What follows belongs to an exercise in optimizing a design on an open flow for small area, a short achievable clock period and few clock cycles per item; a production flow would make more cautious choices. Only simulation tests tie the RTL to the original design; equivalence was not proved. No activity file was given, so power comes from the tool's default toggle rates.

==> flow/design.v <==
package lrb_pkg;
    localparam int unsigned TIME_W = 32;
    localparam int unsigned MS_W = 31;
    localparam int unsigned CFG_IDX_W = 2;
    localparam logic [2:0] MODE_TICK = 3'd0;
    localparam logic [2:0] MODE_LINK_UP = 3'd1;
    localparam logic [2:0] MODE_LINK_DOWN = 3'd2;
    localparam logic [2:0] MODE_RECONNECT = 3'd3;
    localparam logic [2:0] MODE_START_FAILED = 3'd4;
    localparam logic [CFG_IDX_W-1:0] CFG_INITIAL_RETRY = 2'd0;
    localparam logic [CFG_IDX_W-1:0] CFG_MAX_RETRY = 2'd1;
    localparam logic [CFG_IDX_W-1:0] CFG_ATTEMPT_TIMEOUT = 2'd2;
    localparam logic [CFG_IDX_W-1:0] CFG_SETTLE = 2'd3;
    typedef struct packed {
        logic [2:0]        mode;
        logic [TIME_W-1:0] now_ms;
        logic              link_up;
        logic              have_credentials;
        logic              scan_busy;
    } lrb_item_t;
    typedef struct packed {
        logic [MS_W-1:0] initial_retry_ms;
        logic [MS_W-1:0] max_retry_ms;
        logic [MS_W-1:0] attempt_timeout_ms;
        logic [MS_W-1:0] settle_ms;
    } lrb_cfg_t;
endpackage
module lrb_cfg_regs (
    input  logic                          clk,
    input  logic                          rst_n,
    input  logic                          wr_en,
    input  logic [lrb_pkg::CFG_IDX_W-1:0] wr_index,
    input  logic [lrb_pkg::MS_W-1:0]      wr_data,
    output lrb_pkg::lrb_cfg_t             cfg
);
    lrb_pkg::lrb_cfg_t cfg_reg;
    always_ff @(posedge clk or negedge rst_n)
    begin
        if (!rst_n)
        begin
            cfg_reg.initial_retry_ms <= lrb_pkg::MS_W'(1000);
            cfg_reg.max_retry_ms <= lrb_pkg::MS_W'(60000);
            cfg_reg.attempt_timeout_ms <= lrb_pkg::MS_W'(15000);
            cfg_reg.settle_ms <= lrb_pkg::MS_W'(500);
        end
        else if (wr_en)
        begin
            case (wr_index)
                lrb_pkg::CFG_INITIAL_RETRY: cfg_reg.initial_retry_ms <= wr_data;
                lrb_pkg::CFG_MAX_RETRY: cfg_reg.max_retry_ms <= wr_data;
                lrb_pkg::CFG_ATTEMPT_TIMEOUT: cfg_reg.attempt_timeout_ms <= wr_data;
                lrb_pkg::CFG_SETTLE: cfg_reg.settle_ms <= wr_data;
                default: cfg_reg <= cfg_reg;
            endcase
        end
    end
    assign cfg = cfg_reg;
endmodule
module lrb_step (
    input  logic [2:0]  mode,
    input  logic [31:0] now,
    input  logic        link_up,
    input  logic        have_credentials,
    input  logic        scan_busy,
    input  logic        rr,
    input  logic        att,
    input  logic        rp,
    input  logic        wu,
    input  logic        ntv,
    input  logic [30:0] bo,
    input  logic [31:0] tm,
    input  logic [31:0] ep,
    input  lrb_pkg::lrb_cfg_t cfg,
    input  logic        settle_zero,
    output logic        rr_n,
    output logic        att_n,
    output logic        rp_n,
    output logic        wu_n,
    output logic        ntv_n,
    output logic [30:0] bo_n,
    output logic [31:0] tm_n,
    output logic [31:0] ep_n,
    output logic        conn,
    output logic        disc,
    output logic        nup,
    output logic        ndown
);
    function automatic logic carry_out(input logic [31:0] g, input logic [31:0] p, input logic cin);
        logic [31:0] gg;
        logic [31:0] pp;
        gg = g;
        pp = p;
        for (int d = 1; d < 32; d = d * 2)
        begin
            for (int i = 31; i >= d; i--)
            begin
                gg[i] = gg[i] | (pp[i] & gg[i - d]);
                pp[i] = pp[i] & pp[i - d];
            end
        end
        carry_out = gg[31] | (pp[31] & cin);
    endfunction
    logic        m_tick, m_up, m_down, m_recon, m_fail;
    logic [31:0] add_a;
    logic [30:0] add_b;
    logic [31:0] sum;
    logic [31:0] ntm;
    logic        c31;
    logic        no_wrap;
    logic        reached;
    logic [31:0] tmo_n;
    logic [31:0] csa_s;
    logic [31:0] csa_c;
    logic        csa_k;
    logic        timed_out;
    logic        late;
    logic [31:0] dbl;
    logic [30:0] bo_sched;
    logic        active;
    logic        t_ok, t_rr_go, t_rp, t_att, t_idle, d_s, f_s;
    logic        conn0, conn1, sched0, sched1, sched;
    logic        clr, tm_sum;
    assign m_tick  = (mode == lrb_pkg::MODE_TICK);
    assign m_up    = (mode == lrb_pkg::MODE_LINK_UP);
    assign m_down  = (mode == lrb_pkg::MODE_LINK_DOWN);
    assign m_recon = (mode == lrb_pkg::MODE_RECONNECT);
    assign m_fail  = (mode == lrb_pkg::MODE_START_FAILED);
    assign active = att || link_up;
    assign add_a = m_fail ? tm : now;
    assign add_b = (m_tick && rr) ? (active ? cfg.settle_ms : 31'd0) : bo;
    assign sum   = add_a + {1'b0, add_b};
    assign ntm     = ~tm;
    assign c31     = carry_out({1'b0, now[30:0] & ntm[30:0]}, {1'b1, now[30:0] | ntm[30:0]}, 1'b1);
    assign no_wrap = carry_out(now & ntm, now | ntm, 1'b1);
    assign reached = !(now[31] ^ ntm[31] ^ c31);
    assign tmo_n     = ~{1'b0, cfg.attempt_timeout_ms};
    assign csa_s     = now ^ ntm ^ tmo_n;
    assign csa_c     = (now & ntm) | (now & tmo_n) | (ntm & tmo_n);
    assign csa_k     = carry_out({csa_s[31:2] & csa_c[30:1], 2'b00},
                                 {csa_s[31:2] | csa_c[30:1], 2'b11},
                                 csa_s[1] | csa_c[0]);
    assign timed_out = (csa_c[31] && csa_k) || ((csa_c[31] ^ csa_k) && !no_wrap);
    assign dbl      = {bo, 1'b0};
    assign bo_sched = (dbl < {1'b0, cfg.max_retry_ms}) ? dbl[30:0] : cfg.max_retry_ms;
    assign t_ok    = m_tick && have_credentials && !link_up;
    assign t_rr_go = t_ok && rr && !scan_busy && (!att || settle_zero);
    assign t_rp    = t_ok && !rr && rp;
    assign t_att   = t_ok && !rr && !rp && att;
    assign t_idle  = t_ok && !rr && !rp && !att;
    assign d_s     = m_down && have_credentials && !rp;
    assign f_s     = m_fail && att;
    assign late    = t_att ? timed_out : reached;
    assign conn0  = t_rr_go || (t_idle && !ntv);
    assign conn1  = t_rr_go || (t_rp && !scan_busy) || t_idle;
    assign sched0 = f_s || (d_s && !ntv);
    assign sched1 = f_s || d_s || t_att;
    assign conn   = late ? conn1 : conn0;
    assign sched  = late ? sched1 : sched0;
    assign clr    = m_up || (m_tick && (rr || !have_credentials));
    assign tm_sum = m_tick && rr;
    assign rr_n  = m_recon || (rr && !m_tick);
    assign wu_n  = m_up || (wu && !m_down);
    assign ep_n  = (m_up || m_down) ? ep + 32'd1 : ep;
    assign att_n = conn || (att && !(m_up || m_down || m_fail || (m_tick && (rr || !have_credentials)) ||
                                     (t_att && timed_out)));
    assign rp_n  = (m_tick && rr && have_credentials && !t_rr_go) ||
                   (rp && !(m_up || (m_tick && !have_credentials) || conn));
    assign ntv_n = sched || (ntv && !clr && !conn);
    assign tm_n  = conn ? now : ((sched || tm_sum) ? sum : tm);
    assign bo_n  = (m_up || (m_tick && rr)) ? cfg.initial_retry_ms : (sched ? bo_sched : bo);
    assign disc  = (m_tick && rr && active) || (t_att && timed_out);
    assign nup   = m_up && !wu;
    assign ndown = m_down && wu;
endmodule
module link_reconnect_backoff_controller (
    input  logic                          clk,
    input  logic                          rst_n,
    input  logic                          cfg_wr_en,
    input  logic [lrb_pkg::CFG_IDX_W-1:0] cfg_index,
    input  logic [lrb_pkg::MS_W-1:0]      cfg_wr_data,
    input  logic                          items_valid,
    output logic                          items_ready,
    input  logic [2:0]                    items_mode,
    input  logic [lrb_pkg::TIME_W-1:0]    items_now_ms,
    input  logic                          items_link_up,
    input  logic                          items_have_credentials,
    input  logic                          items_scan_busy,
    output logic                          results_valid,
    input  logic                          results_ready,
    output logic                          results_cmd_connect,
    output logic                          results_cmd_disconnect,
    output logic                          results_notify_up,
    output logic                          results_notify_down,
    output logic                          results_attempt_active,
    output logic [lrb_pkg::TIME_W-1:0]    results_event_epoch,
    output logic [lrb_pkg::MS_W-1:0]      results_current_backoff_ms
);
    lrb_pkg::lrb_cfg_t  cfg;
    lrb_pkg::lrb_item_t s1_item_reg;
    logic        s1_valid_reg;
    logic        out_valid_reg;
    logic        advance;
    logic        settle_zero;
    logic        rr_reg, att_reg, rp_reg, wu_reg, ntv_reg;
    logic [30:0] bo_reg;
    logic [31:0] tm_reg;
    logic [31:0] ep_reg;
    logic        rr_n, att_n, rp_n, wu_n, ntv_n;
    logic [30:0] bo_n;
    logic [31:0] tm_n;
    logic [31:0] ep_n;
    logic        conn, disc, nup, ndown;
    logic [3:0]  cmd_reg;
    lrb_cfg_regs u_cfg (
        .clk      (clk),
        .rst_n    (rst_n),
        .wr_en    (cfg_wr_en),
        .wr_index (cfg_index),
        .wr_data  (cfg_wr_data),
        .cfg      (cfg)
    );
    assign settle_zero = (cfg.settle_ms == '0);
    lrb_step u_step (
        .mode             (s1_item_reg.mode),
        .now              (s1_item_reg.now_ms),
        .link_up          (s1_item_reg.link_up),
        .have_credentials (s1_item_reg.have_credentials),
        .scan_busy        (s1_item_reg.scan_busy),
        .rr               (rr_reg),
        .att              (att_reg),
        .rp               (rp_reg),
        .wu               (wu_reg),
        .ntv              (ntv_reg),
        .bo               (bo_reg),
        .tm               (tm_reg),
        .ep               (ep_reg),
        .cfg              (cfg),
        .settle_zero      (settle_zero),
        .rr_n             (rr_n),
        .att_n            (att_n),
        .rp_n             (rp_n),
        .wu_n             (wu_n),
        .ntv_n            (ntv_n),
        .bo_n             (bo_n),
        .tm_n             (tm_n),
        .ep_n             (ep_n),
        .conn             (conn),
        .disc             (disc),
        .nup              (nup),
        .ndown            (ndown)
    );
    assign advance = s1_valid_reg && (!out_valid_reg || results_ready);
    assign items_ready = !s1_valid_reg || advance;
    always_ff @(posedge clk)
    begin
        if (items_valid && items_ready)
        begin
            s1_item_reg.mode <= items_mode;
            s1_item_reg.now_ms <= items_now_ms;
            s1_item_reg.link_up <= items_link_up;
            s1_item_reg.have_credentials <= items_have_credentials;
            s1_item_reg.scan_busy <= items_scan_busy;
        end
        if (advance)
        begin
            cmd_reg <= {conn, disc, nup, ndown};
            tm_reg <= tm_n;
        end
    end
    always_ff @(posedge clk or negedge rst_n)
    begin
        if (!rst_n)
        begin
            s1_valid_reg <= 1'b0;
            out_valid_reg <= 1'b0;
            rr_reg <= 1'b1;
            att_reg <= 1'b0;
            rp_reg <= 1'b0;
            wu_reg <= 1'b0;
            ntv_reg <= 1'b0;
            bo_reg <= '0;
            ep_reg <= '0;
        end
        else
        begin
            if (items_ready)
            begin
                s1_valid_reg <= items_valid;
            end
            if (advance)
            begin
                out_valid_reg <= 1'b1;
                rr_reg <= rr_n;
                att_reg <= att_n;
                rp_reg <= rp_n;
                wu_reg <= wu_n;
                ntv_reg <= ntv_n;
                bo_reg <= bo_n;
                ep_reg <= ep_n;
            end
            else if (results_ready)
            begin
                out_valid_reg <= 1'b0;
            end
        end
    end
    assign results_valid = out_valid_reg;
    assign results_cmd_connect = cmd_reg[3];
    assign results_cmd_disconnect = cmd_reg[2];
    assign results_notify_up = cmd_reg[1];
    assign results_notify_down = cmd_reg[0];
    assign results_attempt_active = att_reg;
    assign results_event_epoch = ep_reg;
    assign results_current_backoff_ms = bo_reg;
endmodule
==> flow/run.sh <==
#!/bin/bash
# synth_recipe.tcl (not shown) runs the flow's synth.tcl, then flattens the netlist and writes it again
# the make line also repeats each setting of config.mk as NAME=value (left out here)
make -C /OpenROAD-flow-scripts/flow DESIGN_CONFIG=/design/flow/config.mk WORK_HOME=/design/flow/orfs CLKGATE_MAP_FILE= SYNTH_SCRIPT=/design/flow/synth_recipe.tcl finish
==> flow/config.mk <==
export PLATFORM = sky130hd
export DESIGN_NAME = link_reconnect_backoff_controller
export DESIGN_NICKNAME = link_reconnect_backoff_controller
export VERILOG_FILES = /design/flow/design.v
export SDC_FILE = /design/flow/constraint.sdc
export NUM_CORES = 4
export LEC_CHECK = 0
export CAP_MARGIN = 20
export CORE_MARGIN = 2
export CORE_UTILIZATION = 40
export SETUP_SLACK_MARGIN = 4
export SLEW_MARGIN = 20
==> flow/constraint.sdc <==
create_clock -name core_clock -period 7.5 [get_ports {clk}]
set_input_delay 1.5000 -clock core_clock [delete_from_list [all_inputs] [get_ports {clk}]]
set_output_delay 1.5000 -clock core_clock [all_outputs]
set_load 0.01 [all_outputs]
==> results of run 1 <==
-- layout make-up --
cell class	instances	share of cell area (%)
multi-input combinational	1030	44.0
sequential	268	33.2
timing repair buffer	254	12.7
clock buffer	50	4.45
tap	532	3.11
inverter	121	2.12
clock inverter	10	0.368
-- layout by cell type, fill, tap and decap left out, types with 7 or more instances in the layout --
cell type	synthesis	routed
sky130_fd_sc_hd__o21ai_1	2	22
sky130_fd_sc_hd__inv_1	120	116
sky130_fd_sc_hd__ha_4	0	14
sky130_fd_sc_hd__a21oi_1	46	31
sky130_fd_sc_hd__dfstp_2	27	27
sky130_fd_sc_hd__a21o_1	29	29
sky130_fd_sc_hd__buf_6	1	30
sky130_fd_sc_hd__o31ai_1	10	8
sky130_fd_sc_hd__nor2b_1	9	8
sky130_fd_sc_hd__clkdlybuf4s50_1	0	142
sky130_fd_sc_hd__xor2_1	22	22
sky130_fd_sc_hd__nor3_1	16	13
sky130_fd_sc_hd__dfrtp_1	167	167
sky130_fd_sc_hd__edfxtp_1	74	74
sky130_fd_sc_hd__mux2i_1	30	30
sky130_fd_sc_hd__nand2_1	130	127
sky130_fd_sc_hd__a22o_4	0	10
sky130_fd_sc_hd__nor4_1	13	10
sky130_fd_sc_hd__fa_1	31	29
sky130_fd_sc_hd__nor2_1	41	35
sky130_fd_sc_hd__mux2_2	128	127
sky130_fd_sc_hd__xnor2_1	35	32
sky130_fd_sc_hd__buf_4	0	58
sky130_fd_sc_hd__mux2_4	30	32
sky130_fd_sc_hd__a21oi_2	1	13
sky130_fd_sc_hd__a22oi_1	7	7
sky130_fd_sc_hd__nand4_1	15	15
sky130_fd_sc_hd__a22o_1	35	25
sky130_fd_sc_hd__and3_1	15	14
sky130_fd_sc_hd__buf_12	3	12
sky130_fd_sc_hd__clkbuf_1	31	13
sky130_fd_sc_hd__ha_1	125	109
sky130_fd_sc_hd__nand2b_1	10	8
sky130_fd_sc_hd__nand3_1	19	18
sky130_fd_sc_hd__clkbuf_16	0	37
sky130_fd_sc_hd__o21ai_0	110	82
-- logic make-up (layout without fill, tap and decap cells) --
group / after synthesis / count (layout) / synth area share [%]
AOI/OAI and AO/OA: 316 / 316 / 12.9
and+or+nand+nor: 301 / 302 / 8.89
DFF: 268 / 268 / 43.5
muxes: 189 / 189 / 13.5
buffers and inverters: 170 / 435 / 4.28
adders and majority gates: 166 / 166 / 14.0
xor gates and xnor gates: 57 / 57 / 3.05
-- power breakdown --
| group | total [W] | leakage, nW | internal (W) | switching, W |
|---|---|---|---|---|
| Clock | 0.00156 | 0.503 | 0.000914 | 0.000644 |
| Sequential | 0.00214 | 3.04 | 0.00183 | 0.000313 |
| Combinational | 0.00287 | 5.72 | 0.00151 | 0.00136 |
-- per-stage QoR --
step	instances	util [%]	cell area, µm²
floorplan	1467	-	16600
global placement	2109	45.5	18500
detailed placement	2109	45.5	18500
CTS	2236	50.9	20700
global route	2265	52.7	21400
finish	2265	52.7	21400
-- metal layers --
layer	up-vias	global-route usage, %	routed length [µm]
met3	67	4.16	2570
met4	2	8.04	1300
met2	308	35.2	21800
met5	-	0	11
met1	6202	30.9	21900
li1	5747	-	-
-- worst max-delay path by stage --
stage | end | slack [ns] | cells after the start
5_1_grt | bo_reg[22]$_DFFE_PN0P_ | 2.85 | 19
3_5_place_dp | bo_reg[4]$_DFFE_PN0P_ | 2.44 | 17
2_1_floorplan | tm_reg[0]$_DFFE_PP_ | 3.13 | 17
4_1_cts | bo_reg[2]$_DFFE_PN0P_ | 3.12 | 18
3_3_place_gp | bo_reg[3]$_DFFE_PN0P_ | 2.49 | 17
6_report | bo_reg[10]$_DFFE_PN0P_ | 3.00 | 19
-- synthesized netlist by cell type (31+ instances only) --
cell and count:
sky130_fd_sc_hd__clkbuf_1 31, sky130_fd_sc_hd__fa_1 31, sky130_fd_sc_hd__xnor2_1 35, sky130_fd_sc_hd__ha_1 125, sky130_fd_sc_hd__a21oi_1 46, sky130_fd_sc_hd__mux2_2 128
sky130_fd_sc_hd__edfxtp_1 74, sky130_fd_sc_hd__nand2_1 130, sky130_fd_sc_hd__o21ai_0 110, sky130_fd_sc_hd__inv_1 120, sky130_fd_sc_hd__a22o_1 35, sky130_fd_sc_hd__nor2_1 41
sky130_fd_sc_hd__dfrtp_1 167
-- critical path: stages, from the launching register on --
cell and delay, ns:
sky130_fd_sc_hd__edfxtp_1 0.36, sky130_fd_sc_hd__inv_2 0.06, sky130_fd_sc_hd__fa_1 0.52, sky130_fd_sc_hd__o31ai_1 0.25, sky130_fd_sc_hd__nand2_1 0.10, sky130_fd_sc_hd__maj3_2 0.30, sky130_fd_sc_hd__maj3_2 0.30, sky130_fd_sc_hd__maj3_2 0.29
sky130_fd_sc_hd__maj3_2 0.30, sky130_fd_sc_hd__a21boi_2 0.19, sky130_fd_sc_hd__o41ai_4 0.09, sky130_fd_sc_hd__o311ai_2 0.10, sky130_fd_sc_hd__ha_2 0.24, sky130_fd_sc_hd__nor2_2 0.04, sky130_fd_sc_hd__a211oi_2 0.26, sky130_fd_sc_hd__a21oi_2 0.08
sky130_fd_sc_hd__a31oi_4 0.25, sky130_fd_sc_hd__buf_6 0.18, sky130_fd_sc_hd__clkbuf_16 0.17, sky130_fd_sc_hd__mux2_4 0.29
-- what timing repair did --
item	CTS	global route
endpoints found under the setup margin	119	103
gates cloned	7	2
resized for setup	112	94
buffers inserted	60	27
pin swaps	44	59
==> metrics list, run 1 <==
* Outcome: finished clean
* Fill count: about 3500
- F_max: roughly 0.22 GHz
- In this run, post-CTS hold repair placed 0 buffers.
- Transition time at the pin with the least slew margin: about 0.93 ns
- Overall Power: about 0.0066 W
* CP Class: reg -> reg
- Max-cap violations in this run came to 0.
* Detailed Place HPWL: a little over 30 mm
- Longest Clk Path Bufs: 3
- around 150 I/O pins were placed.
- The first detailed-routing pass took 5 iterations.
- Post-placement worst setup slack: approximately 2.4 ns
* Final Net Count: between 1500 and 2000
- Clock Root Buffer: sky130_fd_sc_hd__clkbuf_16
* Final setup vio count: 0
- Across all hold checks on the routed design, the worst slack comes to ~0.48 ns.
- Die area: around 43000 µm²
- Relative to the synthesized area, the layout overhead comes to 30.9%.
- STA puts the critical path data required time at slightly below 8 ns.
* Synthesized area per cell: about 11 µm²
- The worst pin sits at a relative slew slack of a little under two fifths.
- Count of unresolved DRC violations after routing: 0
- In the final layout, the multi-input gates occupy ~9400 µm².
- The first global-routing pass estimated just over 70 mm of wire.
* Clock tree from TritonCTS: done
- Number of antenna violations at the first check in global routing: 1
* Hold path startpoint: s1_valid_reg$_DFFE_PN0N_
* Count of vias placed by the detailed router: between 10000 and 15000
- In this run the horizontal extent of the chip is slightly above 200 µm.
* Fraction of final layout cells sized beyond drive strength 1: 27.6%
- The largest total area in the synthesized netlist belongs to sky130_fd_sc_hd__dfrtp_1.
- Number of cells produced by synthesis: 1467
- GRT Residual Overflow: 0
- Die H: ~210 µm
* Mapped Nets: around 1700
* Number of global-route vias before repair: ~13000
- STA classifies the critical path startpoint as a register.
- Pin count of the biggest net entering global routing: 86
- Number of DRC markers in iteration 0: roughly 790
* RR Endpoint: bo_reg[10]$_DFFE_PN0P_
* Average wire per standard cell: between 20 and 25 µm
* Cell Pwr Density: 307 nW/µm²
- The region available for standard cell placement spans a little over 40000 µm².
- Std cell rows: between 70 and 80
- Flip-flop count of the largest register after layout: 124
- In the final layout, flip-flops and latches occupy about 7100 µm².
* RSZ-0062 raised after global routing: true
* Count of synthesis-stage warnings from yosys: 3
- Slack of the worst reg-to-reg path: roughly 3.0 ns
- Summing the sequential cell areas from Yosys gives 43.5% of the chip area.
* Path depth of the worst reg2reg path: 19
- The final layout contains routed wiring with a total length of 47.6 mm.
- The final count of pins violating max slew was 0.
* Number of flops mapped to enable cells by yosys: 74
- Hold Vio Cnt, Final: 0
* Min Clock Period, post-route: ~4.5 ns
* TNS Setup: 0 ns
- Clock latency reported for the late side of the worst-skew pair: approximately 0.55 ns
- In this run the critical register-to-register path is launched from s1_item_reg[19]$_DFFE_PP_.
- Share of the synthesized area in the top cell type: 25.5%
- Crit path capture type: register
* Maximum fanout count along the critical path: 6
* Number of different library cells in the post-synthesis netlist: between 70 and 80
- Total clock buffers created by CTS: 34
- Tightest Hold Check Type: reg -> reg
- The worst path uses around three fifths of the clock period.
- Global routing consumed, over all layers together, between 20% and 30% of the routing resources.
* Placer congestion estimate: about 0.9
- Vias/cell: between 5 and 6
* Static leakage: ~9.3 nW
* Hold Crit Depth: 2
* Number of port buffers: 145
* Post-route ant nets: 0
- The worst-case IR drop observed on VDD is between 0.15 and 0.2 mV.
- In this run, synthesis produced a sequential element count of ~270.
- CTS saw around 270 sinks.
- Counting flops with an async set or reset pin after synthesis yields a share of ~72%.
- Clk_skew: 0.0148 ns
- Capture endpoint of the worst hold path: out_valid_reg$_DFFE_PN0P_
- By area the synthesized netlist is led by sky130_fd_sc_hd__dfrtp_1 (26%), sky130_fd_sc_hd__edfxtp_1 (14%), sky130_fd_sc_hd__ha_1 (9.6%).
* PnR worst setup slack: around 3.0 ns
- Starting density of the core: roughly two fifths
- 0 antenna diodes ended up in the layout.
- The cell area that synthesis handed to floorplanning was roughly 16000 µm².
- STA puts the critical path data arrival time at approximately 5 ns.
- The H-tree was split into 2 levels.
* Origin of the worst setup path: s1_item_reg[19]$_DFFE_PP_
- Predominant post-synthesis flop cell: sky130_fd_sc_hd__dfrtp_1
* Clock slew at the register clock pins of the worst setup and hold paths: around 0.060 ns
Testbench counts, summed over its fixed seeds: cycles 12,016, items 12,000.
==> inputs of run 2 (changes only) <==
--- a/flow/config.mk
+++ b/flow/config.mk
@@ -8,5 +8,5 @@
 export CAP_MARGIN = 20
 export CORE_MARGIN = 2
 export CORE_UTILIZATION = 40
-export SETUP_SLACK_MARGIN = 4
+export SETUP_SLACK_MARGIN = 3
 export SLEW_MARGIN = 20
==> run 2 against run 1 <==
Via count shrank 4.7%. Sequential share of layout area grew 2.1 points. Count of clock-buffer cells in the layout shrank 7. Critical endpoint is now bo_reg[30]$_DFFE_PN0P_. Synthesized cell count is the same. Highest routed layer is now met4. Clock skew grew 0.0087 ns. Die area is the same. Final area shrank 6.0%. Clock power is essentially flat. Synthesized area is the same. Core utilization shrank 3.2 points. Still clean on timing, DRC and antenna.
==> metrics list, run 2 <==
- Detailed Place HPWL: 31.0 mm
- The routed layout has approximately 12000 vias.
- In the synthesized netlist, the number of instances is about 1500.
* Synth-to-layout area growth: 23.0%
* Clk_skew: approximately 0.023 ns
- Predominant post-synthesis flop cell: sky130_fd_sc_hd__dfrtp_1
- Derived from the worst setup path, the maximum achievable clock frequency is around 0.22 GHz.
- Crit path required time: ~8.0 ns
- ANT cells: 0
* # hold bufs at CTS: 0
- Dominant cell by count in the synthesized netlist: sky130_fd_sc_hd__dfrtp_1
- The initial utilization of the core area, before any placement, comes to ~40%.
* Total clock buffers created by CTS: 31
- The number of different library cells used by synthesis comes to slightly below 80.
- A synthesized cell averages approximately 11 µm².
- Of the total synthesized cell area, the portion taken by XOR and XNOR cells is under 10%.
- Netlist area before placement: around 16000 µm²
* Number of flops mapped to enable cells by yosys: 74
- Share of the synthesized area in the top cell type: between 20% and 30%
- For the worst setup path, the data arrival time is 5.09 ns.
* Top post-synthesis cells by count: sky130_fd_sc_hd__dfrtp_1 (167), sky130_fd_sc_hd__nand2_1 (130), sky130_fd_sc_hd__mux2_2 (128)
- Final setup vio count: 0
- RSZ-0062 raised after global routing: true
- Fraction of registers with async set/reset: between 70% and 80%
* Std cell rows: between 70 and 80
* Slack of the worst reg-to-reg path: 2.87 ns
* Design Area, Final: a little over 20000 µm²
* Clock tree sinks: 268
* Utilization after layout: between 40% and 50%
* Launching element type of the critical path: register
- Placer congestion estimate: about 0.9
* Start of the worst register-to-register path: s1_item_reg[19]$_DFFE_PP_
- Largest delay share family, worst path: adder cells
- Die X-Extent: roughly 210 µm
- Yosys printed 3 warnings.
* Cell Pwr Density: 302 nW/µm²
* Count of maximum capacitance violations: 0
- The total area inside the core boundary comes to 40600 µm².
* Die H: approximately 210 µm
* Maximum fanout count along the critical path: 13
- The worst path uses 61.7% of the clock period.
- The most numerous cell type found on the critical path is sky130_fd_sc_hd__maj3_2.
* Max-slew headroom: between 40 and 50%
- Die area: approximately 43000 µm²
- TNS Setup: 0 ns
- Mapped Nets: 1699
- Number of port buffers: between 100 and 150
* Clock latency reported for the late side of the worst-skew pair: 0.58 ns
- Min Clock Period, post-route: between 4 and 5 ns
- Longest Clk Path Bufs: 3
- CP max stage delay: between 0.5 and 0.6 ns
* CP Class: reg -> reg
- Origin of the worst setup path: s1_item_reg[19]$_DFFE_PP_
* Top Ports: roughly 150
- Using the TritonRoute via totals, the vias-per-cell ratio works out to approximately 5.3.
- Combinational family with the most area after synthesis: adder cells
* Number of slew-limit violations in the final report: 0
* Outcome: finished clean
- Clock slew at the register clock pins of the worst setup and hold paths: 0.06 ns
- The synthesized netlist devotes 12.9% of its cell area to compound gates.
- The initial antenna violation count was 0.
* Multi-input gate area: about 8800 µm²
* Clock Root Buffer: sky130_fd_sc_hd__clkbuf_16
- Final Net Count: between 1500 and 2000
- TritonRoute pass-1 iters: 5
- Post-route ant nets: 0
- Transition time at the pin with the least slew margin: approximately 0.88 ns
- Average wire per standard cell: about 20 µm
- In the layout the commonest cells are sky130_fd_sc_hd__dfrtp_1 (167), sky130_fd_sc_hd__clkdlybuf4s50_1 (144), sky130_fd_sc_hd__nand2_1 (130).
- Measured in cells, the most critical reg-to-reg path has a length of 20.
* Total wire length: ~44 mm
- After global routing the overflow that remains totals 0.
- The final hold violation count came to 0.
- Of all cell types, the one taking the most synthesized area is sky130_fd_sc_hd__dfrtp_1.
- Flip-flop count of the largest register after layout: 124
- H-tree levels: 1
* Total of flip-flops plus latches after synthesis: 268
* Cell chain of the critical path: inv_2, fa_1, o31ai_2, nand2_1, maj3_2, maj3_2, maj3_2, maj3_2, a21boi_4, o41ai_4, o311ai_2, ha_2, a21oi_2, a211oi_2, a21oi_2, a31oi_4, buf_6, buf_6, buf_12, mux2_1
- Overall Power: approximately 0.0061 W
- Entering global routing, the biggest net connects about 150 pins.
* Clock tree from TritonCTS: done
- In this run the number of cells on the critical path is 20.
- The worst hold path belongs to the class reg -> reg.
* Number of DRC markers in iteration 0: between 500 and 600
- The first global-routing pass estimated 67.9 mm of wire.
- The endpoint identified for the worst register-to-register timing path is bo_reg[30]$_DFFE_PN0P_.
- Count of unresolved DRC violations after routing: 0
- The share of the Yosys chip area taken by registers is 43.5%.
* Worst ir drop on vdd: 0.184 mV
- The critical path ends at bo_reg[30]$_DFFE_PN0P_.
* Synth top area cells: sky130_fd_sc_hd__dfrtp_1 (26%), sky130_fd_sc_hd__edfxtp_1 (14%), sky130_fd_sc_hd__ha_1 (9.6%)
- Most common cell after layout, fill and taps aside: sky130_fd_sc_hd__dfrtp_1
- On the final layout, the worst hold slack is 0.472 ns.
- For this design, the slowest cell found on the critical path is sky130_fd_sc_hd__fa_1.
- Share of cell area taken by muxes after synthesis: between 10% and 20%
- Static leakage: about 8.8 nW
- Global routing consumed, over all layers together, 20.6% of the routing resources.
* Number of global-route vias before repair: 12100
- Crit path capture type: register
* Post-synthesis share of cell area spent on full adders, half adders and majority gates: between 10 and 15%
- Fill cells in the final layout number 3665.
* Simple-gate area share of the yosys netlist: a little under 9%
- In the final layout, flip-flops and latches occupy about 7100 µm².
* Area post-placement: approximately 18000 µm²
- Counting both buffers and inverters, the worst setup path holds a total of 4.
- The worst hold path begins at ep_reg[31]$_DFFE_PN0P_.
* Fraction of final layout cells sized beyond drive strength 1: between 20 and 25%
run 2: area by class of cell:
cell class,count,area share (%)
inverter,121,2.26
timing repair buffer,200,10.4
clock inverter,15,0.783
multi-input combinational,1029,43.5
sequential,268,35.3
clock buffer,43,4.38
tap,532,3.31
run 2: cells by family after synthesis:
family	Yosys count
buffers and inverters	170
DFF	268
and+or+nand+nor	301
AOI/OAI and AO/OA	316
xor gates and xnor gates	57
muxes	189
adders and majority gates	166
run 2: stage by stage:
step	setup WS [ns]	cells
final	2.87	2208
after global routing	2.70	2208
after CTS	2.94	2188
after detailed placement	2.03	2109
after global placement	2.14	2109
after floorplan	3.00	1467
run 2: repair_timing:
action                                 CTS  global route
setup buffers                           18            16
cloned                                   3             3
setup endpoints to repair               75            73
endpoints found under the hold margin    0             0
pin swaps                               15            13
gates resized for setup                 29            26
run 2: worst min path at each step:
stage	end	slack, ns	cells after the start
after floorplan	out_valid_reg$_DFFE_PN0P_	0.44	2
after global placement	out_valid_reg$_DFFE_PN0P_	0.44	2
after detailed placement	ep_reg[31]$_DFFE_PN0P_	0.46	1
after CTS	out_valid_reg$_DFFE_PN0P_	0.48	2
after global routing	out_valid_reg$_DFFE_PN0P_	0.49	2
final	ep_reg[31]$_DFFE_PN0P_	0.47	1
run 2: worst register-to-register path, cell delays in order, from the launching register on:
cell and delay [ns]:
sky130_fd_sc_hd__edfxtp_1 0.37, sky130_fd_sc_hd__inv_2 0.06, sky130_fd_sc_hd__fa_1 0.53, sky130_fd_sc_hd__o31ai_2 0.23
sky130_fd_sc_hd__nand2_1 0.10, sky130_fd_sc_hd__maj3_2 0.31, sky130_fd_sc_hd__maj3_2 0.30, sky130_fd_sc_hd__maj3_2 0.30
sky130_fd_sc_hd__maj3_2 0.32, sky130_fd_sc_hd__a21boi_4 0.16, sky130_fd_sc_hd__o41ai_4 0.09, sky130_fd_sc_hd__o311ai_2 0.11
sky130_fd_sc_hd__ha_2 0.34, sky130_fd_sc_hd__a21oi_2 0.16, sky130_fd_sc_hd__a211oi_2 0.06, sky130_fd_sc_hd__a21oi_2 0.19
sky130_fd_sc_hd__a31oi_4 0.14, sky130_fd_sc_hd__buf_6 0.16, sky130_fd_sc_hd__buf_6 0.11, sky130_fd_sc_hd__buf_12 0.14
sky130_fd_sc_hd__mux2_1 0.32
run 2: per-layer routing:
layer / share of wire, % / track usage [%] / vias up
li1: - / - / 5615
met1: 45 / 27.0 / 5831
met2: 48 / 34.9 / 231
met3: 4.2 / 3.12 / 74
met4: 3.5 / 6.71 / 0
met5: 0 / 0 / -
run 2: where the power goes:
part / internal [W] / leakage (nW) / switching, W
combinational: 0.00122 / 5.22 / 0.00118
clock: 0.000922 / 0.516 / 0.000620
sequential: 0.00183 / 3.04 / 0.000306
==> inputs of run 3 (changes only) <==
==> flow/flow/run.sh (new file) <==
#!/bin/bash
# The standard layout, with the smallest plain buffer as the port buffer (every port is
# still buffered; the standard flow picks a delay cell, and the footprint-matched resizing
# then keeps that footprint).
set -euo pipefail
export BUFFER_PORTS_ARGS="-buffer_cell sky130_fd_sc_hd__buf_1"
bash standard.sh > standard.log 2>&1
==> flow/standard.sh (new file) <==
#!/bin/bash
# synth_recipe.tcl (not shown) runs the flow's synth.tcl, then flattens the netlist and writes it again
# the make line also repeats each setting of config.mk as NAME=value (left out here)
make -C /OpenROAD-flow-scripts/flow DESIGN_CONFIG=/design/flow/config.mk WORK_HOME=/design/flow/orfs CLKGATE_MAP_FILE= SYNTH_SCRIPT=/design/flow/synth_recipe.tcl "${@:-finish}"
--- a/flow/config.mk
+++ b/flow/config.mk
@@ -8,5 +8,7 @@
 export CAP_MARGIN = 20
 export CORE_MARGIN = 2
 export CORE_UTILIZATION = 40
+export CTS_BUF_LIST = sky130_fd_sc_hd__clkbuf_8
+export CTS_CLUSTER_SIZE = 30
 export SETUP_SLACK_MARGIN = 3
 export SLEW_MARGIN = 20
removed: flow/run.sh
==> run 3 against run 2 <==
Hold slack about the same. Clock skew is 0.010 ns higher. Sequential share of layout area increased by 1.6 points. Critical endpoint is now bo_reg[20]$_DFFE_PN0P_. Final cell count is 1.4% higher. Critical path depth unchanged. Die area is the same. Total power fell by 2.2%. Sequential power about the same. Global-route usage decreased by 0.14 points. Routed wire length decreased by 0.49%. Clock power is essentially flat.
==> metrics list, run 3 <==
- Outcome: finished clean
- Vias/cell: 5.28
- In this run the worst path has a maximum fanout of 7.
- Count of maximum capacitance violations: 0
- In this run the vertical extent of the chip is between 200 and 250 µm.
- For this design, the slowest cell found on the critical path is sky130_fd_sc_hd__fa_1.
- RR Endpoint: bo_reg[20]$_DFFE_PN0P_
- No sink is reached through more buffers than the 3 on the longest clock path.
* Number of flops mapped to enable cells by yosys: between 70 and 80
- Counting tap cells, the placed design contains a total of 2110 instances.
* Final Net Count: ~1900
- Number of antenna violations at the first check in global routing: 0
- The netlist uses slightly below 80 different library cells.
- Post-route ant nets: 0
* F_max: 0.218 GHz
* Worst path arrival time: 5.08 ns
- After synthesis the netlist holds a flip-flop and latch count of between 200 and 300.
- The clock drives between 200 and 300 sinks.
* Transition time at the pin with the least slew margin: between 1 and 1.5 ns
* Final setup vio count: 0
* Dominant cell by count in the synthesized netlist: sky130_fd_sc_hd__dfrtp_1
- The smallest clock period supported by the final layout is computed as around 4.6 ns.
- # hold bufs at CTS: 0
- The Yosys step of the flow raised 3 warnings.
- GRT Residual Overflow: 0
* Multi-input gate area: approximately 8800 µm²
- The tree is rooted in a sky130_fd_sc_hd__clkbuf_8.
- Number of slew-limit violations in the final report: 0
- By count the netlist is led by sky130_fd_sc_hd__dfrtp_1 (167), sky130_fd_sc_hd__nand2_1 (130), sky130_fd_sc_hd__mux2_2 (128).
* ANT cells: 0
* CP Class: reg -> reg
- Slack of the worst reg-to-reg path: approximately 2.9 ns
- Number of port buffers: 145
- Fill count: 3778
* Detailed Place HPWL: just over 30 mm
* Hold Crit Depth: 2
- Dividing the detail-routed wire length by the instance count gives 19.4 µm.
* Most prevalent standard cell on the critical path: sky130_fd_sc_hd__maj3_2
* Highest routing layer actually used: met4
- Clock latency reported for the late side of the worst-skew pair: 0.63 ns
* CP max stage delay: slightly above 0.5 ns
* Std cell rows: 74
* Most common cell after layout, fill and taps aside: sky130_fd_sc_hd__dfrtp_1
- Predominant post-synthesis flop cell: sky130_fd_sc_hd__dfrtp_1
* Fraction of registers with async set/reset: 72.4%
* Cell chain of the critical path: inv_2, fa_1, buf_4, o21ai_0, nand2_1, maj3_2, maj3_2, maj3_2, maj3_2, a21boi_4, o41ai_4, o311ai_2, ha_2, a21oi_2, a211oi_2, a21oi_2, a31oi_4, buf_6, buf_12, mux2_4
- Number of standard cells in the final layout excluding fillers: between 2000 and 2500
- Placer congestion estimate: ~0.85
- The startpoint identified for the worst register-to-register timing path is s1_item_reg[20]$_DFFE_PP_.
- Summed over all cells, the static leakage comes to around 8.5 nW.
* RSZ-0062 raised after global routing: true
- The cell area that synthesis handed to floorplanning was between 15000 and 20000 µm².
- The floorplan step defined a core boundary enclosing between 40000 and 50000 µm².
* Met2 Wirelength: approximately 21 mm
- Count of unresolved DRC violations after routing: 0
- In the layout the commonest cells are sky130_fd_sc_hd__dfrtp_1 (167), sky130_fd_sc_hd__buf_1 (144), sky130_fd_sc_hd__inv_1 (130), sky130_fd_sc_hd__nand2_1 (130), sky130_fd_sc_hd__mux2_2 (128).
- The final hold violation count came to 0.
- Relative to the synthesized area, the layout overhead comes to 17.5%.
* Largest area contributor in the netlist: sky130_fd_sc_hd__dfrtp_1
- The worst hold path belongs to the class reg -> reg.
- The die covers between 40000 and 50000 µm².
- The number of global-route vias before repair is 12000.
* H-tree levels: 2
- Sequential elements use around 43% of the synthesized area.
- Count of vias placed by the detailed router: approximately 12000
- The pre-antenna-repair detailed-routing pass consisted of 5 iterations.
- Pin count of the biggest net entering global routing: 130
- After clock tree synthesis, the clock-pin slew on the worst setup and hold paths is approximately 0.06 ns.
* Die X-Extent: 206 µm
* Crit path required time: about 8 ns
* Register area: slightly above 7000 µm²
- Total clock buffers created by CTS: 50
- The worst register-to-register path has a depth of 20.
- Synthesized area per cell: 11.2 µm²
* Crit path capture type: register
- Mapped Nets: 1699
- The worst hold path begins at s1_valid_reg$_DFFE_PN0N_.
- Across every metal layer, demand over resource in global routing totals between 20% and 30%.
- Number of DRC markers in iteration 0: between 600 and 700
* Starting density of the core: about two fifths
- Fraction of final layout cells sized beyond drive strength 1: a little over a fifth
- Capture endpoint of the worst hold path: out_valid_reg$_DFFE_PN0P_
* TNS Setup: 0 ns
* Clk_skew: between 0.03 and 0.04 ns
- Number of cells produced by synthesis: 1467
- First-pass GRT wire length: around 67 mm
- In the final routing, the length of wire on met1 measures around 19 mm.
- Of the available clock period, the critical path in the final layout requires between 60% and 70%.
- Wire length on met3: about 2.2 mm
- Headroom to the max-slew limit came out at a little under a third.
- Cell Pwr Density: around 300 nW/µm²
* Clock tree from TritonCTS: done
* Worst ir drop on vdd: between 0.15 and 0.2 mV
- In this run the count of I/O pins placed on the die edge is between 100 and 150.
- Flip-flop count of the largest register after layout: roughly 120
- STA classifies the critical path startpoint as a register.
* Total wire length: approximately 43 mm
- Share of the synthesized area in the top cell type: roughly 26%
* Synth top area cells: sky130_fd_sc_hd__dfrtp_1 (26%), sky130_fd_sc_hd__edfxtp_1 (14%), sky130_fd_sc_hd__ha_1 (9.6%)
==> run 3: cell counts after synthesis <==
No cell type changed its count.
==> run 3: worst max path at each step <==
stage,to,startpoint,cells after the start
floorplan,tm_reg[0]$_DFFE_PP_,s1_item_reg[5]$_DFFE_PP_,16
global placement,bo_reg[16]$_DFFE_PN0P_,s1_item_reg[19]$_DFFE_PP_,18
detailed placement,bo_reg[12]$_DFFE_PN0P_,s1_item_reg[19]$_DFFE_PP_,18
CTS,bo_reg[20]$_DFFE_PN0P_,s1_item_reg[20]$_DFFE_PP_,19
global route,bo_reg[20]$_DFFE_PN0P_,s1_item_reg[19]$_DFFE_PP_,19
finish,bo_reg[20]$_DFFE_PN0P_,s1_item_reg[20]$_DFFE_PP_,20
==> run 3: critical path, delay by kind of cell (launching register included) <==
family / cells / cell delay [ns]
AO/OA/AOI/OAI: 8 / 1.05
adder cells (fa/ha/maj): 6 / 2.09
buffers and inverters: 4 / 0.56
flip-flops: 1 / 0.37
multiplexers: 1 / 0.29
AND/OR/NAND/NOR: 1 / 0.10
==> run 3: logic make-up (layout without fill, tap and decap cells) <==
| kind of cell | count (synthesis) | count (layout) | synth area share [%] |
|---|---|---|---|
| muxes | 189 | 189 | 13.5 |
| xor gates and xnor gates | 57 | 57 | 3.05 |
| AOI/OAI and AO/OA | 316 | 316 | 12.9 |
| adders and majority gates | 166 | 166 | 14.0 |
| DFF | 268 | 268 | 43.5 |
| and+or+nand+nor | 301 | 301 | 8.89 |
| buffers and inverters | 170 | 411 | 4.28 |
==> run 3: per-stage QoR <==
step	hold slack [ns]	utilization (%)	setup WS (ns)	instance area (µm²)	power [W]
after floorplan	0.435	-	3.00	16400	0.00366
after global placement	0.442	43.1	2.16	17500	0.00425
after detailed placement	0.459	43.1	2.09	17500	0.00431
after CTS	0.474	46.5	2.95	18900	0.00594
after global routing	0.515	47.3	2.71	19200	0.00634
final	0.472	47.3	2.91	19200	0.00594
==> run 3: final cells by class <==
cell class                      instances  area share, %
Inverter                              121           2.36
Clock inverter                         29           1.09
Sequential cell                       268           37.0
Tap cell                              532           3.46
Clock buffer                           65           4.65
Timing Repair Buffer                  196           5.92
Multi-Input combinational cell       1029           45.5
==> run 3: per-layer routing <==
| layer | GRT usage, % | up-vias |
|---|---|---|
| met2 | 34.6 | 238 |
| met3 | 3.78 | 74 |
| met4 | 8.11 | 0 |
| met1 | 25.9 | 5872 |
| met5 | 0 | - |
| li1 | - | 5653 |
==> run 3: timing repair <==
item	CTS	global route
gates cloned	1	5
buffers inserted	19	9
pin swaps	14	1
resized for setup	29	19
setup endpoints to repair	77	70
==> run 3: where the power goes <==
| group | internal [W] | total, W | switching (W) |
|---|---|---|---|
| Sequential | 0.00183 | 0.00213 | 0.000299 |
| Clock | 0.000884 | 0.00154 | 0.000660 |
| Combinational | 0.00109 | 0.00227 | 0.00118 |
==> inputs of run 4 (changes only) <==
--- a/flow/config.mk
+++ b/flow/config.mk
@@ -8,7 +8,5 @@
 export CAP_MARGIN = 20
 export CORE_MARGIN = 2
 export CORE_UTILIZATION = 40
-export CTS_BUF_LIST = sky130_fd_sc_hd__clkbuf_8
-export CTS_CLUSTER_SIZE = 30
 export SETUP_SLACK_MARGIN = 3
 export SLEW_MARGIN = 20
==> run 4 against run 3 <==
Still clean on timing, DRC and antenna. Fmax is 0.19% higher. Routed wire length is 0.30% lower. Critical path depth is 1 lower. Count of clock-buffer cells in the layout is 14 lower. Core utilization is 0.22 points lower. Sequential share of layout area is 0.17 points higher. Final area is 0.47% lower. Hold slack worse by 0.0015 ns. Largest cell class unchanged. Largest power group unchanged.
==> metrics list, run 4 <==
- The synthesized netlist devotes approximately 8.9% of its cell area to simple gates.
* Top Ports: ~150
- In this run the horizontal extent of the chip is approximately 210 µm.
- Fill cells in the final layout number 3745.
- For this design, the slowest cell found on the critical path is sky130_fd_sc_hd__fa_1.
- Wire length the detailed router placed on met1: about 19 mm
- Largest area contributor in the netlist: sky130_fd_sc_hd__dfrtp_1
- GRT Residual Overflow: 0
- Capture endpoint of the worst hold path: out_valid_reg$_DFFE_PN0P_
* RSZ-0062 raised after global routing: true
- The worst pin sits at a relative slew slack of slightly below 30%.
* Hold Vio Cnt, Final: 0
* Starting density of the core: 40.3%
* Average wire per standard cell: 19.7 µm
- The tree is rooted in a sky130_fd_sc_hd__clkbuf_16.
* First-pass GRT wire length: approximately 67 mm
* Tightest Hold Check Type: reg -> reg
* Min Clock Period, post-route: between 4 and 5 ns
* Highest routing layer actually used: met4
- Combinational family with the most area after synthesis: adder cells
- Counting along the longest clock path gives a buffer depth of 3.
- The synthesized design devotes to its leading area cell type about a quarter of total area.
- The analysis attributes to cell leakage a power of 8.35 nW.
- Hold path startpoint: s1_valid_reg$_DFFE_PN0N_
- Pin count of the biggest net entering global routing: 130
- Synthesis produced a netlist whose cell count is between 1000 and 1500.
- The largest single stage delay on the critical path is between 0.5 and 0.6 ns.
- # hold bufs at CTS: 0
* Number of port buffers: 145
- Final setup vio count: 0
- For this run, design rule violations remaining after detail routing come to 0.
* Die H: around 210 µm
- Clock latency reported for the late side of the worst-skew pair: ~0.54 ns
- The worst-case IR drop observed on VDD is 0.225 mV.
- Cells with a size suffix above 1 make up ~20% of the layout.
* Maximum fanout count along the critical path: 7
* Synth-to-layout area growth: 17.0%
- Yosys mapped the design onto 78 distinct sky130hd cell types.
- Mapped Nets: between 1500 and 2000
* XOR/XNOR share of the synthesized area: approximately 3.1%
- Cell chain of the critical path: inv_2, fa_1, o31ai_4, nand2_1, maj3_2, maj3_2, maj3_2, maj3_2, a21boi_4, o41ai_4, o311ai_2, ha_2, a21oi_2, a211oi_2, a21oi_2, a31oi_4, buf_12, buf_16, mux2_4
* Number of DRC markers in iteration 0: between 700 and 800
- Share of cell area taken by muxes after synthesis: between 10% and 20%
- The worst register-to-register path begins at s1_item_reg[20]$_DFFE_PP_.
- During synthesis, Yosys emitted a total of 3 warnings.
* Portion of the post-synthesis area used by sequential elements: between 40 and 50%
- Number of slew-limit violations in the final report: 0
* Compound-gate portion of the synthesized area: about 13%
* Total wire length: approximately 43 mm
- After synthesis the cells add up to approximately 16000 µm².
- In this run the power density over the cells is between 300 and 400 nW/µm².
- The number of antenna diodes in the final layout is 0.
* Launching element type of the critical path: register
* TritonRoute pass-1 iters: 5
- Count of maximum capacitance violations: 0
* Outcome: finished clean
* Dominant cell by count in the synthesized netlist: sky130_fd_sc_hd__dfrtp_1
* Clk_skew: ~0.03 ns
* Total of flip-flops plus latches after synthesis: between 200 and 300
* Std cell rows: 74
* Path depth of the worst reg2reg path: 19
- For this run, the total global-route usage over all layers was measured as 20.6%.
- Routability-driven placement finished with a final weighted congestion of about 0.85.
* Final Net Count: about 1900
- Post-route ant nets: 0
- Predominant post-synthesis flop cell: sky130_fd_sc_hd__dfrtp_1
* Transition time at the pin with the least slew margin: ~1.1 ns
- Static timing analysis puts the maximum clock frequency at 0.218 GHz.
- Data arrives at the worst endpoint at 5.00 ns.
- Number of global-route vias before repair: about 12000
- The initial antenna violation count is 0.
- In the layout the commonest cells are sky130_fd_sc_hd__dfrtp_1 (167), sky130_fd_sc_hd__buf_1 (144), sky130_fd_sc_hd__nand2_1 (130).
- Multi-input gate area: 8770 µm²
- After floorplanning, the core was sized to cover 40600 µm².
- Cells fill between 40% and 50% of the core in the end.
- Detailed routing placed a total of approximately 2.1 mm of wire on met3.
- Leaving out fill and tap cells, the most frequent cell in the layout is sky130_fd_sc_hd__dfrtp_1.
* Crit path required time: approximately 7.9 ns
* Register area: a little over 7000 µm²
- Yosys attributes the largest share of cell area to sky130_fd_sc_hd__dfrtp_1 (26%), sky130_fd_sc_hd__edfxtp_1 (14%), sky130_fd_sc_hd__ha_1 (9.6%).
* Most prevalent standard cell on the critical path: sky130_fd_sc_hd__maj3_2
* CP Class: reg -> reg
- Vias/cell: roughly 5.4
- Synthesized area per cell: 11.2 µm²
* Total clock buffers created by CTS: 35
- RR Endpoint: bo_reg[25]$_DFFE_PN0P_
- In this run, synthesis inferred 74 flip-flops with an integrated enable.
* Detailed Place HPWL: around 31 mm
- TNS Setup: 0 ns
* Clock slew at the register clock pins of the worst setup and hold paths: 0.06 ns
- Overall power consumption after layout is estimated at approximately 0.006 W.
- The commonest cells after synthesis are sky130_fd_sc_hd__dfrtp_1 (167), sky130_fd_sc_hd__nand2_1 (130), sky130_fd_sc_hd__mux2_2 (128).
* Crit path capture type: register
* Die area: roughly 43000 µm²
- H-tree levels: 2
* Slack of the worst reg-to-reg path: roughly 2.9 ns
- Of all flip-flops after synthesis, the portion carrying an async set or reset was between 70% and 80%.
* Flip-flop count of the largest register after layout: 124
- The worst hold path passes through 2 cells.
- Detailed routing placed a total of roughly 21 mm of wire on met2.
- Clock tree from TritonCTS: done
- Summing over every cut layer, the via total after detailed routing is ~12000.
- After Yosys synthesis, full adders, half adders and majority gates account for roughly 14% of the synthesized area.
* Clock tree sinks: ~270
* Final worst path period share: a little over 60%
[run 4: cell counts after synthesis]
Identical to the previous run, type by type.
[run 4: critical path, delay by kind of cell (launching register included)]
family                   cells  cell delay, ns
flip-flops                   1            0.36
AND/OR/NAND/NOR              1            0.10
AO/OA/AOI/OAI                8            1.17
multiplexers                 1            0.30
adder cells (fa/ha/maj)      6            2.08
buffers and inverters        3            0.42
[run 4: cell families after synthesis]
| family | after synthesis |
|---|---|
| AOI/OAI and AO/OA | 316 |
| adders and majority gates | 166 |
| and+or+nand+nor | 301 |
| buffers and inverters | 170 |
| DFF | 268 |
| xor gates and xnor gates | 57 |
| muxes | 189 |
[run 4: final cells by class]
class                           instances  share of cell area [%]
Timing Repair Buffer                  186                    5.43
Sequential cell                       268                    37.2
Tap cell                              532                    3.48
Multi-Input combinational cell       1029                    45.8
Clock buffer                           51                    5.26
Clock inverter                         11                   0.484
Inverter                              121                    2.37
[run 4: per-stage QoR]
step	setup WS (ns)	hold slack, ns	std cells	cell area (µm²)
after CTS	2.96	0.473	2193	19000
after global routing	2.75	0.513	2198	19100
after global placement	2.16	0.442	2110	17500
after detailed placement	2.09	0.459	2110	17500
final	2.92	0.471	2198	19100
after floorplan	3.00	0.435	1467	16400
[run 4: worst max-delay path by stage]
stage,from,cells after the start,slack (ns),end
final,s1_item_reg[20]$_DFFE_PP_,19,2.92,bo_reg[25]$_DFFE_PN0P_
after global routing,s1_item_reg[19]$_DFFE_PP_,19,2.75,bo_reg[25]$_DFFE_PN0P_
after CTS,s1_item_reg[20]$_DFFE_PP_,19,2.96,bo_reg[25]$_DFFE_PN0P_
after detailed placement,s1_item_reg[19]$_DFFE_PP_,18,2.09,bo_reg[12]$_DFFE_PN0P_
after global placement,s1_item_reg[19]$_DFFE_PP_,18,2.16,bo_reg[16]$_DFFE_PN0P_
after floorplan,s1_item_reg[5]$_DFFE_PP_,16,3.00,tm_reg[0]$_DFFE_PP_
[run 4: per-layer routing]
metal	vias up	track usage, %
li1	5596	-
met1	5888	26.8
met2	245	34.7
met3	57	3.60
met4	0	6.81
met5	-	0
[run 4: what timing repair did]
action,in CTS,in global routing
gates cloned,3,1
setup buffers,18,2
pin swaps,18,6
setup endpoints to repair,76,69
endpoints found under the hold margin,0,0
resized for setup,30,18
[run 4: power by group]
part | switching, W | internal [W] | total (W)
Combinational | 0.00118 | 0.00108 | 0.00226
Clock | 0.000646 | 0.000966 | 0.00161
Sequential | 0.000298 | 0.00183 | 0.00212
Total | 0.00213 | 0.00388 | 0.00600
==> inputs of run 5 (changes only) <==
--- a/flow/config.mk
+++ b/flow/config.mk
@@ -8,5 +8,7 @@
 export CAP_MARGIN = 20
 export CORE_MARGIN = 2
 export CORE_UTILIZATION = 40
+export CTS_BUF_LIST = sky130_fd_sc_hd__clkbuf_4
+export CTS_CLUSTER_SIZE = 20
 export SETUP_SLACK_MARGIN = 3
 export SLEW_MARGIN = 20
==> run 5 against run 4 <==
Setup slack gained 0.044 ns. Global-route usage rose by 0.18 points. Sequential cell count stayed put. Clock skew up 0.021 ns. Combinational power about the same.
==> metrics list, run 5 <==
- The flow ran to the end and the layout has no timing, DRC or antenna violations.
- Number of flops mapped to enable cells by yosys: 74
- Count of unresolved DRC violations after routing: 0
- Total wire length: about 44 mm
* Longest Clk Path Bufs: 3
* Most prevalent standard cell on the critical path: sky130_fd_sc_hd__maj3_2
- The floorplan step set the die height to about 210 µm.
- Clk_skew: 0.0511 ns
- TritonRoute pass-1 iters: 5
- After detailed routing, the number of vias per cell comes to ~5.3.
* GRT Residual Overflow: 0
* Dominant cell by count in the synthesized netlist: sky130_fd_sc_hd__dfrtp_1
- Crit path capture type: register
- The number of global-route vias before repair was approximately 12000.
- The first global-routing pass estimated between 60 and 70 mm of wire.
* Placer congestion estimate: approximately 0.85
- In the layout the commonest cells are sky130_fd_sc_hd__dfrtp_1 (167), sky130_fd_sc_hd__buf_1 (144), sky130_fd_sc_hd__nand2_1 (130).
* Die X-Extent: approximately 210 µm
- Clock tree synthesis inserted a total of about 80 buffers.
- Synth top area cells: sky130_fd_sc_hd__dfrtp_1 (26%), sky130_fd_sc_hd__edfxtp_1 (14%), sky130_fd_sc_hd__ha_1 (9.6%)
- Cell chain of the critical path: inv_2, fa_1, o21ai_0, nand2_1, maj3_2, maj3_2, maj3_2, maj3_2, a21boi_4, o41ai_4, o311ai_2, ha_2, a21oi_2, a211oi_2, a21oi_2, a31oi_4, buf_12, buf_16, mux2_4
* Overall track demand over capacity in global routing: 20.8%
- Once detailed placement completed, the half-perimeter wirelength came to between 30 and 40 mm.
- Min Clock Period, post-route: about 4.5 ns
- Once the floorplan was initialized, standard cells occupied between 40% and 50% of the core.
- The worst setup path is launched from a register.
- CP Class: reg -> reg
- Std cell rows: 74
- For this design the static power due to leakage is 8.49 nW.
* Flip-flop count of the largest register after layout: about 120
- Worst path arrival time: ~5.2 ns
- After synthesis, the largest area contributor takes up between 20 and 30% of total cell area.
- CP max stage delay: 0.53 ns
* Worst ir drop on vdd: about 0.17 mV
* # hold bufs at CTS: 0
- Number of DRC markers in iteration 0: between 600 and 700
* PnR worst setup slack: between 2 and 3 ns
- Number of different library cells in the post-synthesis netlist: just under 80
* Die area: about 43000 µm²
- Final setup vio count: 0
- Dividing the final minimum period by the clock period gives 60.5%.
- Of all cell types, the one taking the most synthesized area is sky130_fd_sc_hd__dfrtp_1.
- The design draws about 0.0058 W.
* Number of port buffers: 145
* Synth-to-layout area growth: 17.3%
* RSZ-0062 raised after global routing: true
* Cell Pwr Density: between 300 and 400 nW/µm²
- Count of synthesis-stage warnings from yosys: 3
* Count of vias placed by the detailed router: between 10000 and 15000
* H-tree levels: 3
- Tightest Hold Check Type: reg -> reg
- Transition time at the pin with the least slew margin: about 1.0 ns
- Mapped Nets: between 1500 and 2000
- Netlist area before placement: between 15000 and 20000 µm²
* Average wire per standard cell: around 19 µm
- The final count of pins violating max slew came to 0.
- Pin count of the biggest net entering global routing: 130
- Post-route ant nets: 0
- Largest delay share family, worst path: adder cells
* Worst path buffer plus inverter count: 3
- Fraction of registers with async set/reset: 72.4%
- Max-cap violations in this run came to 0.
- Floorplan core area: 40600 µm²
* Clock slew at the register clock pins of the worst setup and hold paths: roughly 0.07 ns
* Top post-synthesis cells by count: sky130_fd_sc_hd__dfrtp_1 (167), sky130_fd_sc_hd__nand2_1 (130), sky130_fd_sc_hd__mux2_2 (128)
- Headroom to the max-slew limit came out at between 30% and 40%.
- Number of cells produced by synthesis: ~1500
- Most common cell after layout, fill and taps aside: sky130_fd_sc_hd__dfrtp_1
- At the placement stage, the worst setup path has a slack of ~2.1 ns.
- Portion of the post-synthesis area used by sequential elements: 43.5%
- The cell sitting at the root of the clock tree is a sky130_fd_sc_hd__clkbuf_4.
- For this run, the post-layout net count is around 1900.
- Adding up every negative setup slack in the final design gives 0 ns.
- The tree built by TritonCTS fans out to 268 sinks.
- Slowest-stage cell, CP: sky130_fd_sc_hd__fa_1
- Predominant post-synthesis flop cell: sky130_fd_sc_hd__dfrtp_1
- Hold Vio Cnt, Final: 0
- Data on the critical path is required at its endpoint by just over 8 ns.
- Of all nets on the critical path, the largest fanout is 7.
* F_max: between 0.2 and 0.25 GHz
- A synthesized cell averages between 10 and 15 µm².
- The tightest hold path in the finished design has a slack of approximately 0.47 ns.
- Number of antenna violations at the first check in global routing: 2
- Clock latency on the worst-skew pair, taken at its later pin, is around 0.80 ns.
* Fraction of final layout cells sized beyond drive strength 1: around a quarter
- After synthesis the netlist holds a flip-flop and latch count of between 200 and 300.
* Clock tree from TritonCTS: done
* Top Ports: about 150
==> run 5: cell types whose count changed in the layout (fill, tap and decap cells not counted), moves of 2 or more <==
cell	before	now
sky130_fd_sc_hd__diode_2	0	2
sky130_fd_sc_hd__clkbuf_16	36	4
sky130_fd_sc_hd__clkbuf_8	7	0
sky130_fd_sc_hd__buf_4	27	31
sky130_fd_sc_hd__o31ai_2	1	3
sky130_fd_sc_hd__inv_2	5	9
sky130_fd_sc_hd__clkinv_1	1	15
sky130_fd_sc_hd__clkbuf_1	9	0
sky130_fd_sc_hd__clkbuf_4	1	122
==> run 5: cells by family after synthesis <==
logic type	synth area share, %
AOI/OAI and AO/OA	12.9
xor gates and xnor gates	3.05
adders and majority gates	14.0
and+or+nand+nor	8.89
muxes	13.5
DFF	43.5
buffers and inverters	4.28
==> run 5: repair_timing <==
action / CTS / global route
gates cloned: 2 / 5
resized for setup: 33 / 19
buffers inserted: 16 / 10
pin swaps: 15 / 2
setup endpoints to repair: 77 / 69
==> run 5: worst paths after layout <==
kind | from | to | slack [ns] | cells past startpoint
setup / recovery | s1_item_reg[19]$_DFFE_PP_ | bo_reg[20]$_DFFE_PN0P_ | 2.96 | 19
hold / removal | s1_valid_reg$_DFFE_PN0N_ | out_valid_reg$_DFFE_PN0P_ | 0.47 | 2
setup reg to reg | s1_item_reg[19]$_DFFE_PP_ | bo_reg[20]$_DFFE_PN0P_ | 2.96 | 19
hold reg to reg | s1_valid_reg$_DFFE_PN0N_ | out_valid_reg$_DFFE_PN0P_ | 0.47 | 2
max in group asynchronous | rst_n | u_cfg.cfg_reg[118]$_DFFE_PN0P_ | 5.63 | 2
min in group asynchronous | rst_n | u_cfg.cfg_reg[97]$_DFFE_PN0P_ | 0.69 | 1
==> run 5: area by class of cell <==
cell class                      count  area (µm²)
Antenna cell                        2        5.00
Multi-Input combinational cell   1029        8760
Clock inverter                     24         128
Tap cell                          532         666
Clock buffer                      121         908
Inverter                          121         454
Timing Repair Buffer              195        1160
Sequential cell                   268        7110
Fill cell                        3797       21400
==> run 5: power by group <==
part           internal, W  switching (W)  total (W)
clock             0.000771       0.000668    0.00144
sequential         0.00183       0.000300    0.00213
combinational      0.00109        0.00119    0.00228
==> run 5: metal layers <==
layer	wire [µm]	GRT usage [%]
met4	1270	7.78
met5	0	0
met1	18900	25.9
met2	21400	34.8
met3	2310	5.01
==> run 5: stage by stage <==
stage / util, % / std cells / area (µm²)
6_report: 47.2 / 2292 / 19200
5_1_grt: 47.2 / 2292 / 19200
4_1_cts: 46.4 / 2273 / 18900
3_5_place_dp: 43.1 / 2110 / 17500
3_3_place_gp: 43.1 / 2110 / 17500
2_1_floorplan: - / 1467 / 16400
==> run 5: tightest hold or removal path: stages (launching register included) <==
cell                      delay, ns
sky130_fd_sc_hd__dfrtp_1       0.34
sky130_fd_sc_hd__inv_1         0.05
sky130_fd_sc_hd__nand2_1       0.05
==> inputs of run 6 (changes only) <==
==> flow/flow/run.sh (replaced) <==
#!/bin/bash
# The standard layout, with two changes:
# - the smallest plain buffer as the port buffer (every port is still buffered; the
#   standard flow picks a delay cell, and the footprint-matched resizing keeps it);
# - no separate half/full adder extraction before ABC maps the logic (the same
#   synthesis otherwise, so the same registers with the same names and cells).
set -euo pipefail
export BUFFER_PORTS_ARGS="-buffer_cell sky130_fd_sc_hd__buf_1"
export ADDER_MAP_FILE=
bash standard.sh > standard.log 2>&1
--- a/flow/config.mk
+++ b/flow/config.mk
@@ -8,7 +8,5 @@
 export CAP_MARGIN = 20
 export CORE_MARGIN = 2
 export CORE_UTILIZATION = 40
-export CTS_BUF_LIST = sky130_fd_sc_hd__clkbuf_4
-export CTS_CLUSTER_SIZE = 20
 export SETUP_SLACK_MARGIN = 3
 export SLEW_MARGIN = 20
==> run 6 against run 5 <==
Critical path type unchanged. Still clean. Clock power is 5% higher. Synthesized area shrank 2.3%. Sequential cell count unchanged. Fmax decreased by 2.4%. Total power is 8.5% higher. Final cell count is 0.17% lower. Clock skew decreased by 0.040 ns. Largest cell class unchanged. Via count rose by 3.7%. Sequential power is 3% higher. Combinational power increased by 15%. Final area rose by 1.5%. Core utilization up 1.9 points.
==> metrics list, run 6 <==
- Routability-driven placement finished with a final weighted congestion of 0.848.
- TritonCTS built the clock tree.
* Fill count: 3614
- The final count of pins violating max slew is 0.
- The tightest min-delay check is of the reg -> reg type.
- Top Ports: between 100 and 150
- Summed over all failing endpoints, the final setup total negative slack is 0 ns.
- Count of unresolved DRC violations after routing: 0
- Mapped Nets: about 1600
- RSZ-0062 raised after global routing: true
- Die area: a little over 40000 µm²
- Max-slew headroom: about 30%
* Final Net Count: between 1500 and 2000
- Clock latency reported for the late side of the worst-skew pair: 0.57 ns
* Most common cell after layout, fill and taps aside: sky130_fd_sc_hd__dfrtp_1
* F_max: around 0.22 GHz
* Overall Power: approximately 0.0063 W
- Crit path required time: about 7.8 ns
* Floorplan core area: approximately 40000 µm²
- Share of the synthesized area in the top cell type: between 20% and 30%
* Synth-to-layout area growth: 21.8%
- The worst setup path is of the reg -> reg kind.
- Clock-pin slew was measured on the worst setup and hold paths at 0.06 ns.
- Synthesized area per cell: 10.5 µm²
- TritonCTS created 31 clock buffers.
- Measured along the y axis, the die boundary spans 204 µm.
- Fraction of registers with async set/reset: between 70 and 80%
* Largest area contributor in the netlist: sky130_fd_sc_hd__dfrtp_1
- The clock net in this run drives a total of 268 sinks.
- Vias/cell: about 5.5
* Number of DRC markers in iteration 0: between 800 and 900
* Final setup vio count: 0
- Yosys mapped a number of flops with a built-in enable equal to 74.
* Outcome: finished clean
- Starting density of the core: a little over 40%
- Number of global-route vias before repair: approximately 12000
- The initial antenna violation count came to 0.
- Portion of the post-synthesis area used by sequential elements: 44.5%
- GRT Residual Overflow: 0
- IR analysis of the VDD net gives a maximum drop of around 0.19 mV.
- The worst setup path is captured at a register.
- 0 antenna diodes ended up in the layout.
- Synth top area cells: sky130_fd_sc_hd__dfrtp_1 (26%), sky130_fd_sc_hd__edfxtp_1 (14%), sky130_fd_sc_hd__mux2_2 (11%)
- For this block, the routed nets add up to ~44 mm of wire.
- Overall track demand over capacity in global routing: 20.9%
- The synthesized design contains ~270 register bits.
- The count of nets left with antenna violations once routing finished came out at 0.
- After synthesis the cells add up to roughly 16000 µm².
- STA classifies the critical path startpoint as a register.
run 6: changes by cell type after synthesis, sizes merged, moves of 32 or more:
cell	delta
nand2	-35
inv	-40
ha	-125
nor2	+60
a21oi	+69
maj3	+67
o21ai	-35
a22o	-32
xnor2	+85
run 6: routing by layer:
metal	part of all wire (%)	track usage [%]
met5	0	0
met4	1.7	4.61
met3	5.7	3.28
met2	46	33.4
met1	46	29.9
run 6: through the flow:
step	setup slack [ns]	cell area, µm²	cells	util, %
after floorplan	3.00	16000	1528	-
final	2.85	19500	2288	49.1
after CTS	2.93	19000	2261	47.9
after detailed placement	2.20	17200	2153	43.3
after global routing	2.74	19500	2288	49.1
after global placement	2.20	17100	2152	43.2
run 6: logic make-up (layout without fill, tap and decap cells):
kind of cell,after synthesis,after routing,share of synthesized area [%]
AND/OR/NAND/NOR,338,338,10.2
AO/OA/AOI/OAI,328,328,13.1
flip-flops,268,268,44.5
multiplexers,223,223,15.3
XOR/XNOR,154,154,8.62
buffers and inverters,140,375,3.40
adder cells (fa/ha/maj),77,77,4.86
run 6: final cells by class:
class | count | area, µm² | area share, %
multi-input cells | 1120 | 8890 | 45.7
flip-flops and latches | 268 | 7110 | 36.5
repair buffers | 239 | 1490 | 7.63
clock buffers | 45 | 973 | 5.00
well taps | 525 | 657 | 3.37
inverters | 81 | 304 | 1.56
clock inverters | 10 | 55.1 | 0.283
run 6: worst paths after layout:
path                                           start                             end  slack, ns  cells after the start
min                           ep_reg[17]$_DFFE_PN0P_          ep_reg[17]$_DFFE_PN0P_       0.49                      1
max                        s1_item_reg[36]$_DFFE_PP_            tm_reg[23]$_DFFE_PP_       2.85                     17
max reg2reg                s1_item_reg[36]$_DFFE_PP_            tm_reg[23]$_DFFE_PP_       2.85                     17
min in group asynchronous                      rst_n           bo_reg[7]$_DFFE_PN0P_       0.89                      1
min reg2reg                   ep_reg[17]$_DFFE_PN0P_          ep_reg[17]$_DFFE_PN0P_       0.49                      1
max in group asynchronous                      rst_n  u_cfg.cfg_reg[103]$_DFFE_PN0P_       5.26                      2
run 6: worst max-delay path: stages (launching register included):
cell	delay, ns
sky130_fd_sc_hd__edfxtp_1	0.41
sky130_fd_sc_hd__buf_6	0.14
sky130_fd_sc_hd__or3b_4	0.43
sky130_fd_sc_hd__buf_12	0.17
sky130_fd_sc_hd__mux2i_4	0.21
sky130_fd_sc_hd__xnor2_2	0.18
sky130_fd_sc_hd__or4_4	0.54
sky130_fd_sc_hd__a2111o_1	0.40
sky130_fd_sc_hd__a21oi_2	0.17
sky130_fd_sc_hd__o21ai_2	0.11
sky130_fd_sc_hd__a31oi_4	0.23
sky130_fd_sc_hd__o21ai_2	0.09
sky130_fd_sc_hd__maj3_2	0.31
sky130_fd_sc_hd__maj3_2	0.31
sky130_fd_sc_hd__maj3_2	0.34
sky130_fd_sc_hd__o21ai_2	0.13
sky130_fd_sc_hd__xnor2_1	0.14
sky130_fd_sc_hd__o21ai_2	0.06
run 6: report_power, final:
part / total (W) / internal [W] / switching (W)
clock network: 0.00151 / 0.000894 / 0.000615
registers: 0.00220 / 0.00184 / 0.000363
logic: 0.00263 / 0.00129 / 0.00134
run 6: what timing repair did:
item                                    4_1_cts  5_1_grt
cloned                                        3        3
endpoints found under the setup margin      100       92
buffers inserted                             50       24
resized for setup                            69       51
hold buffers                                  0        0
pin swaps                                    31       28
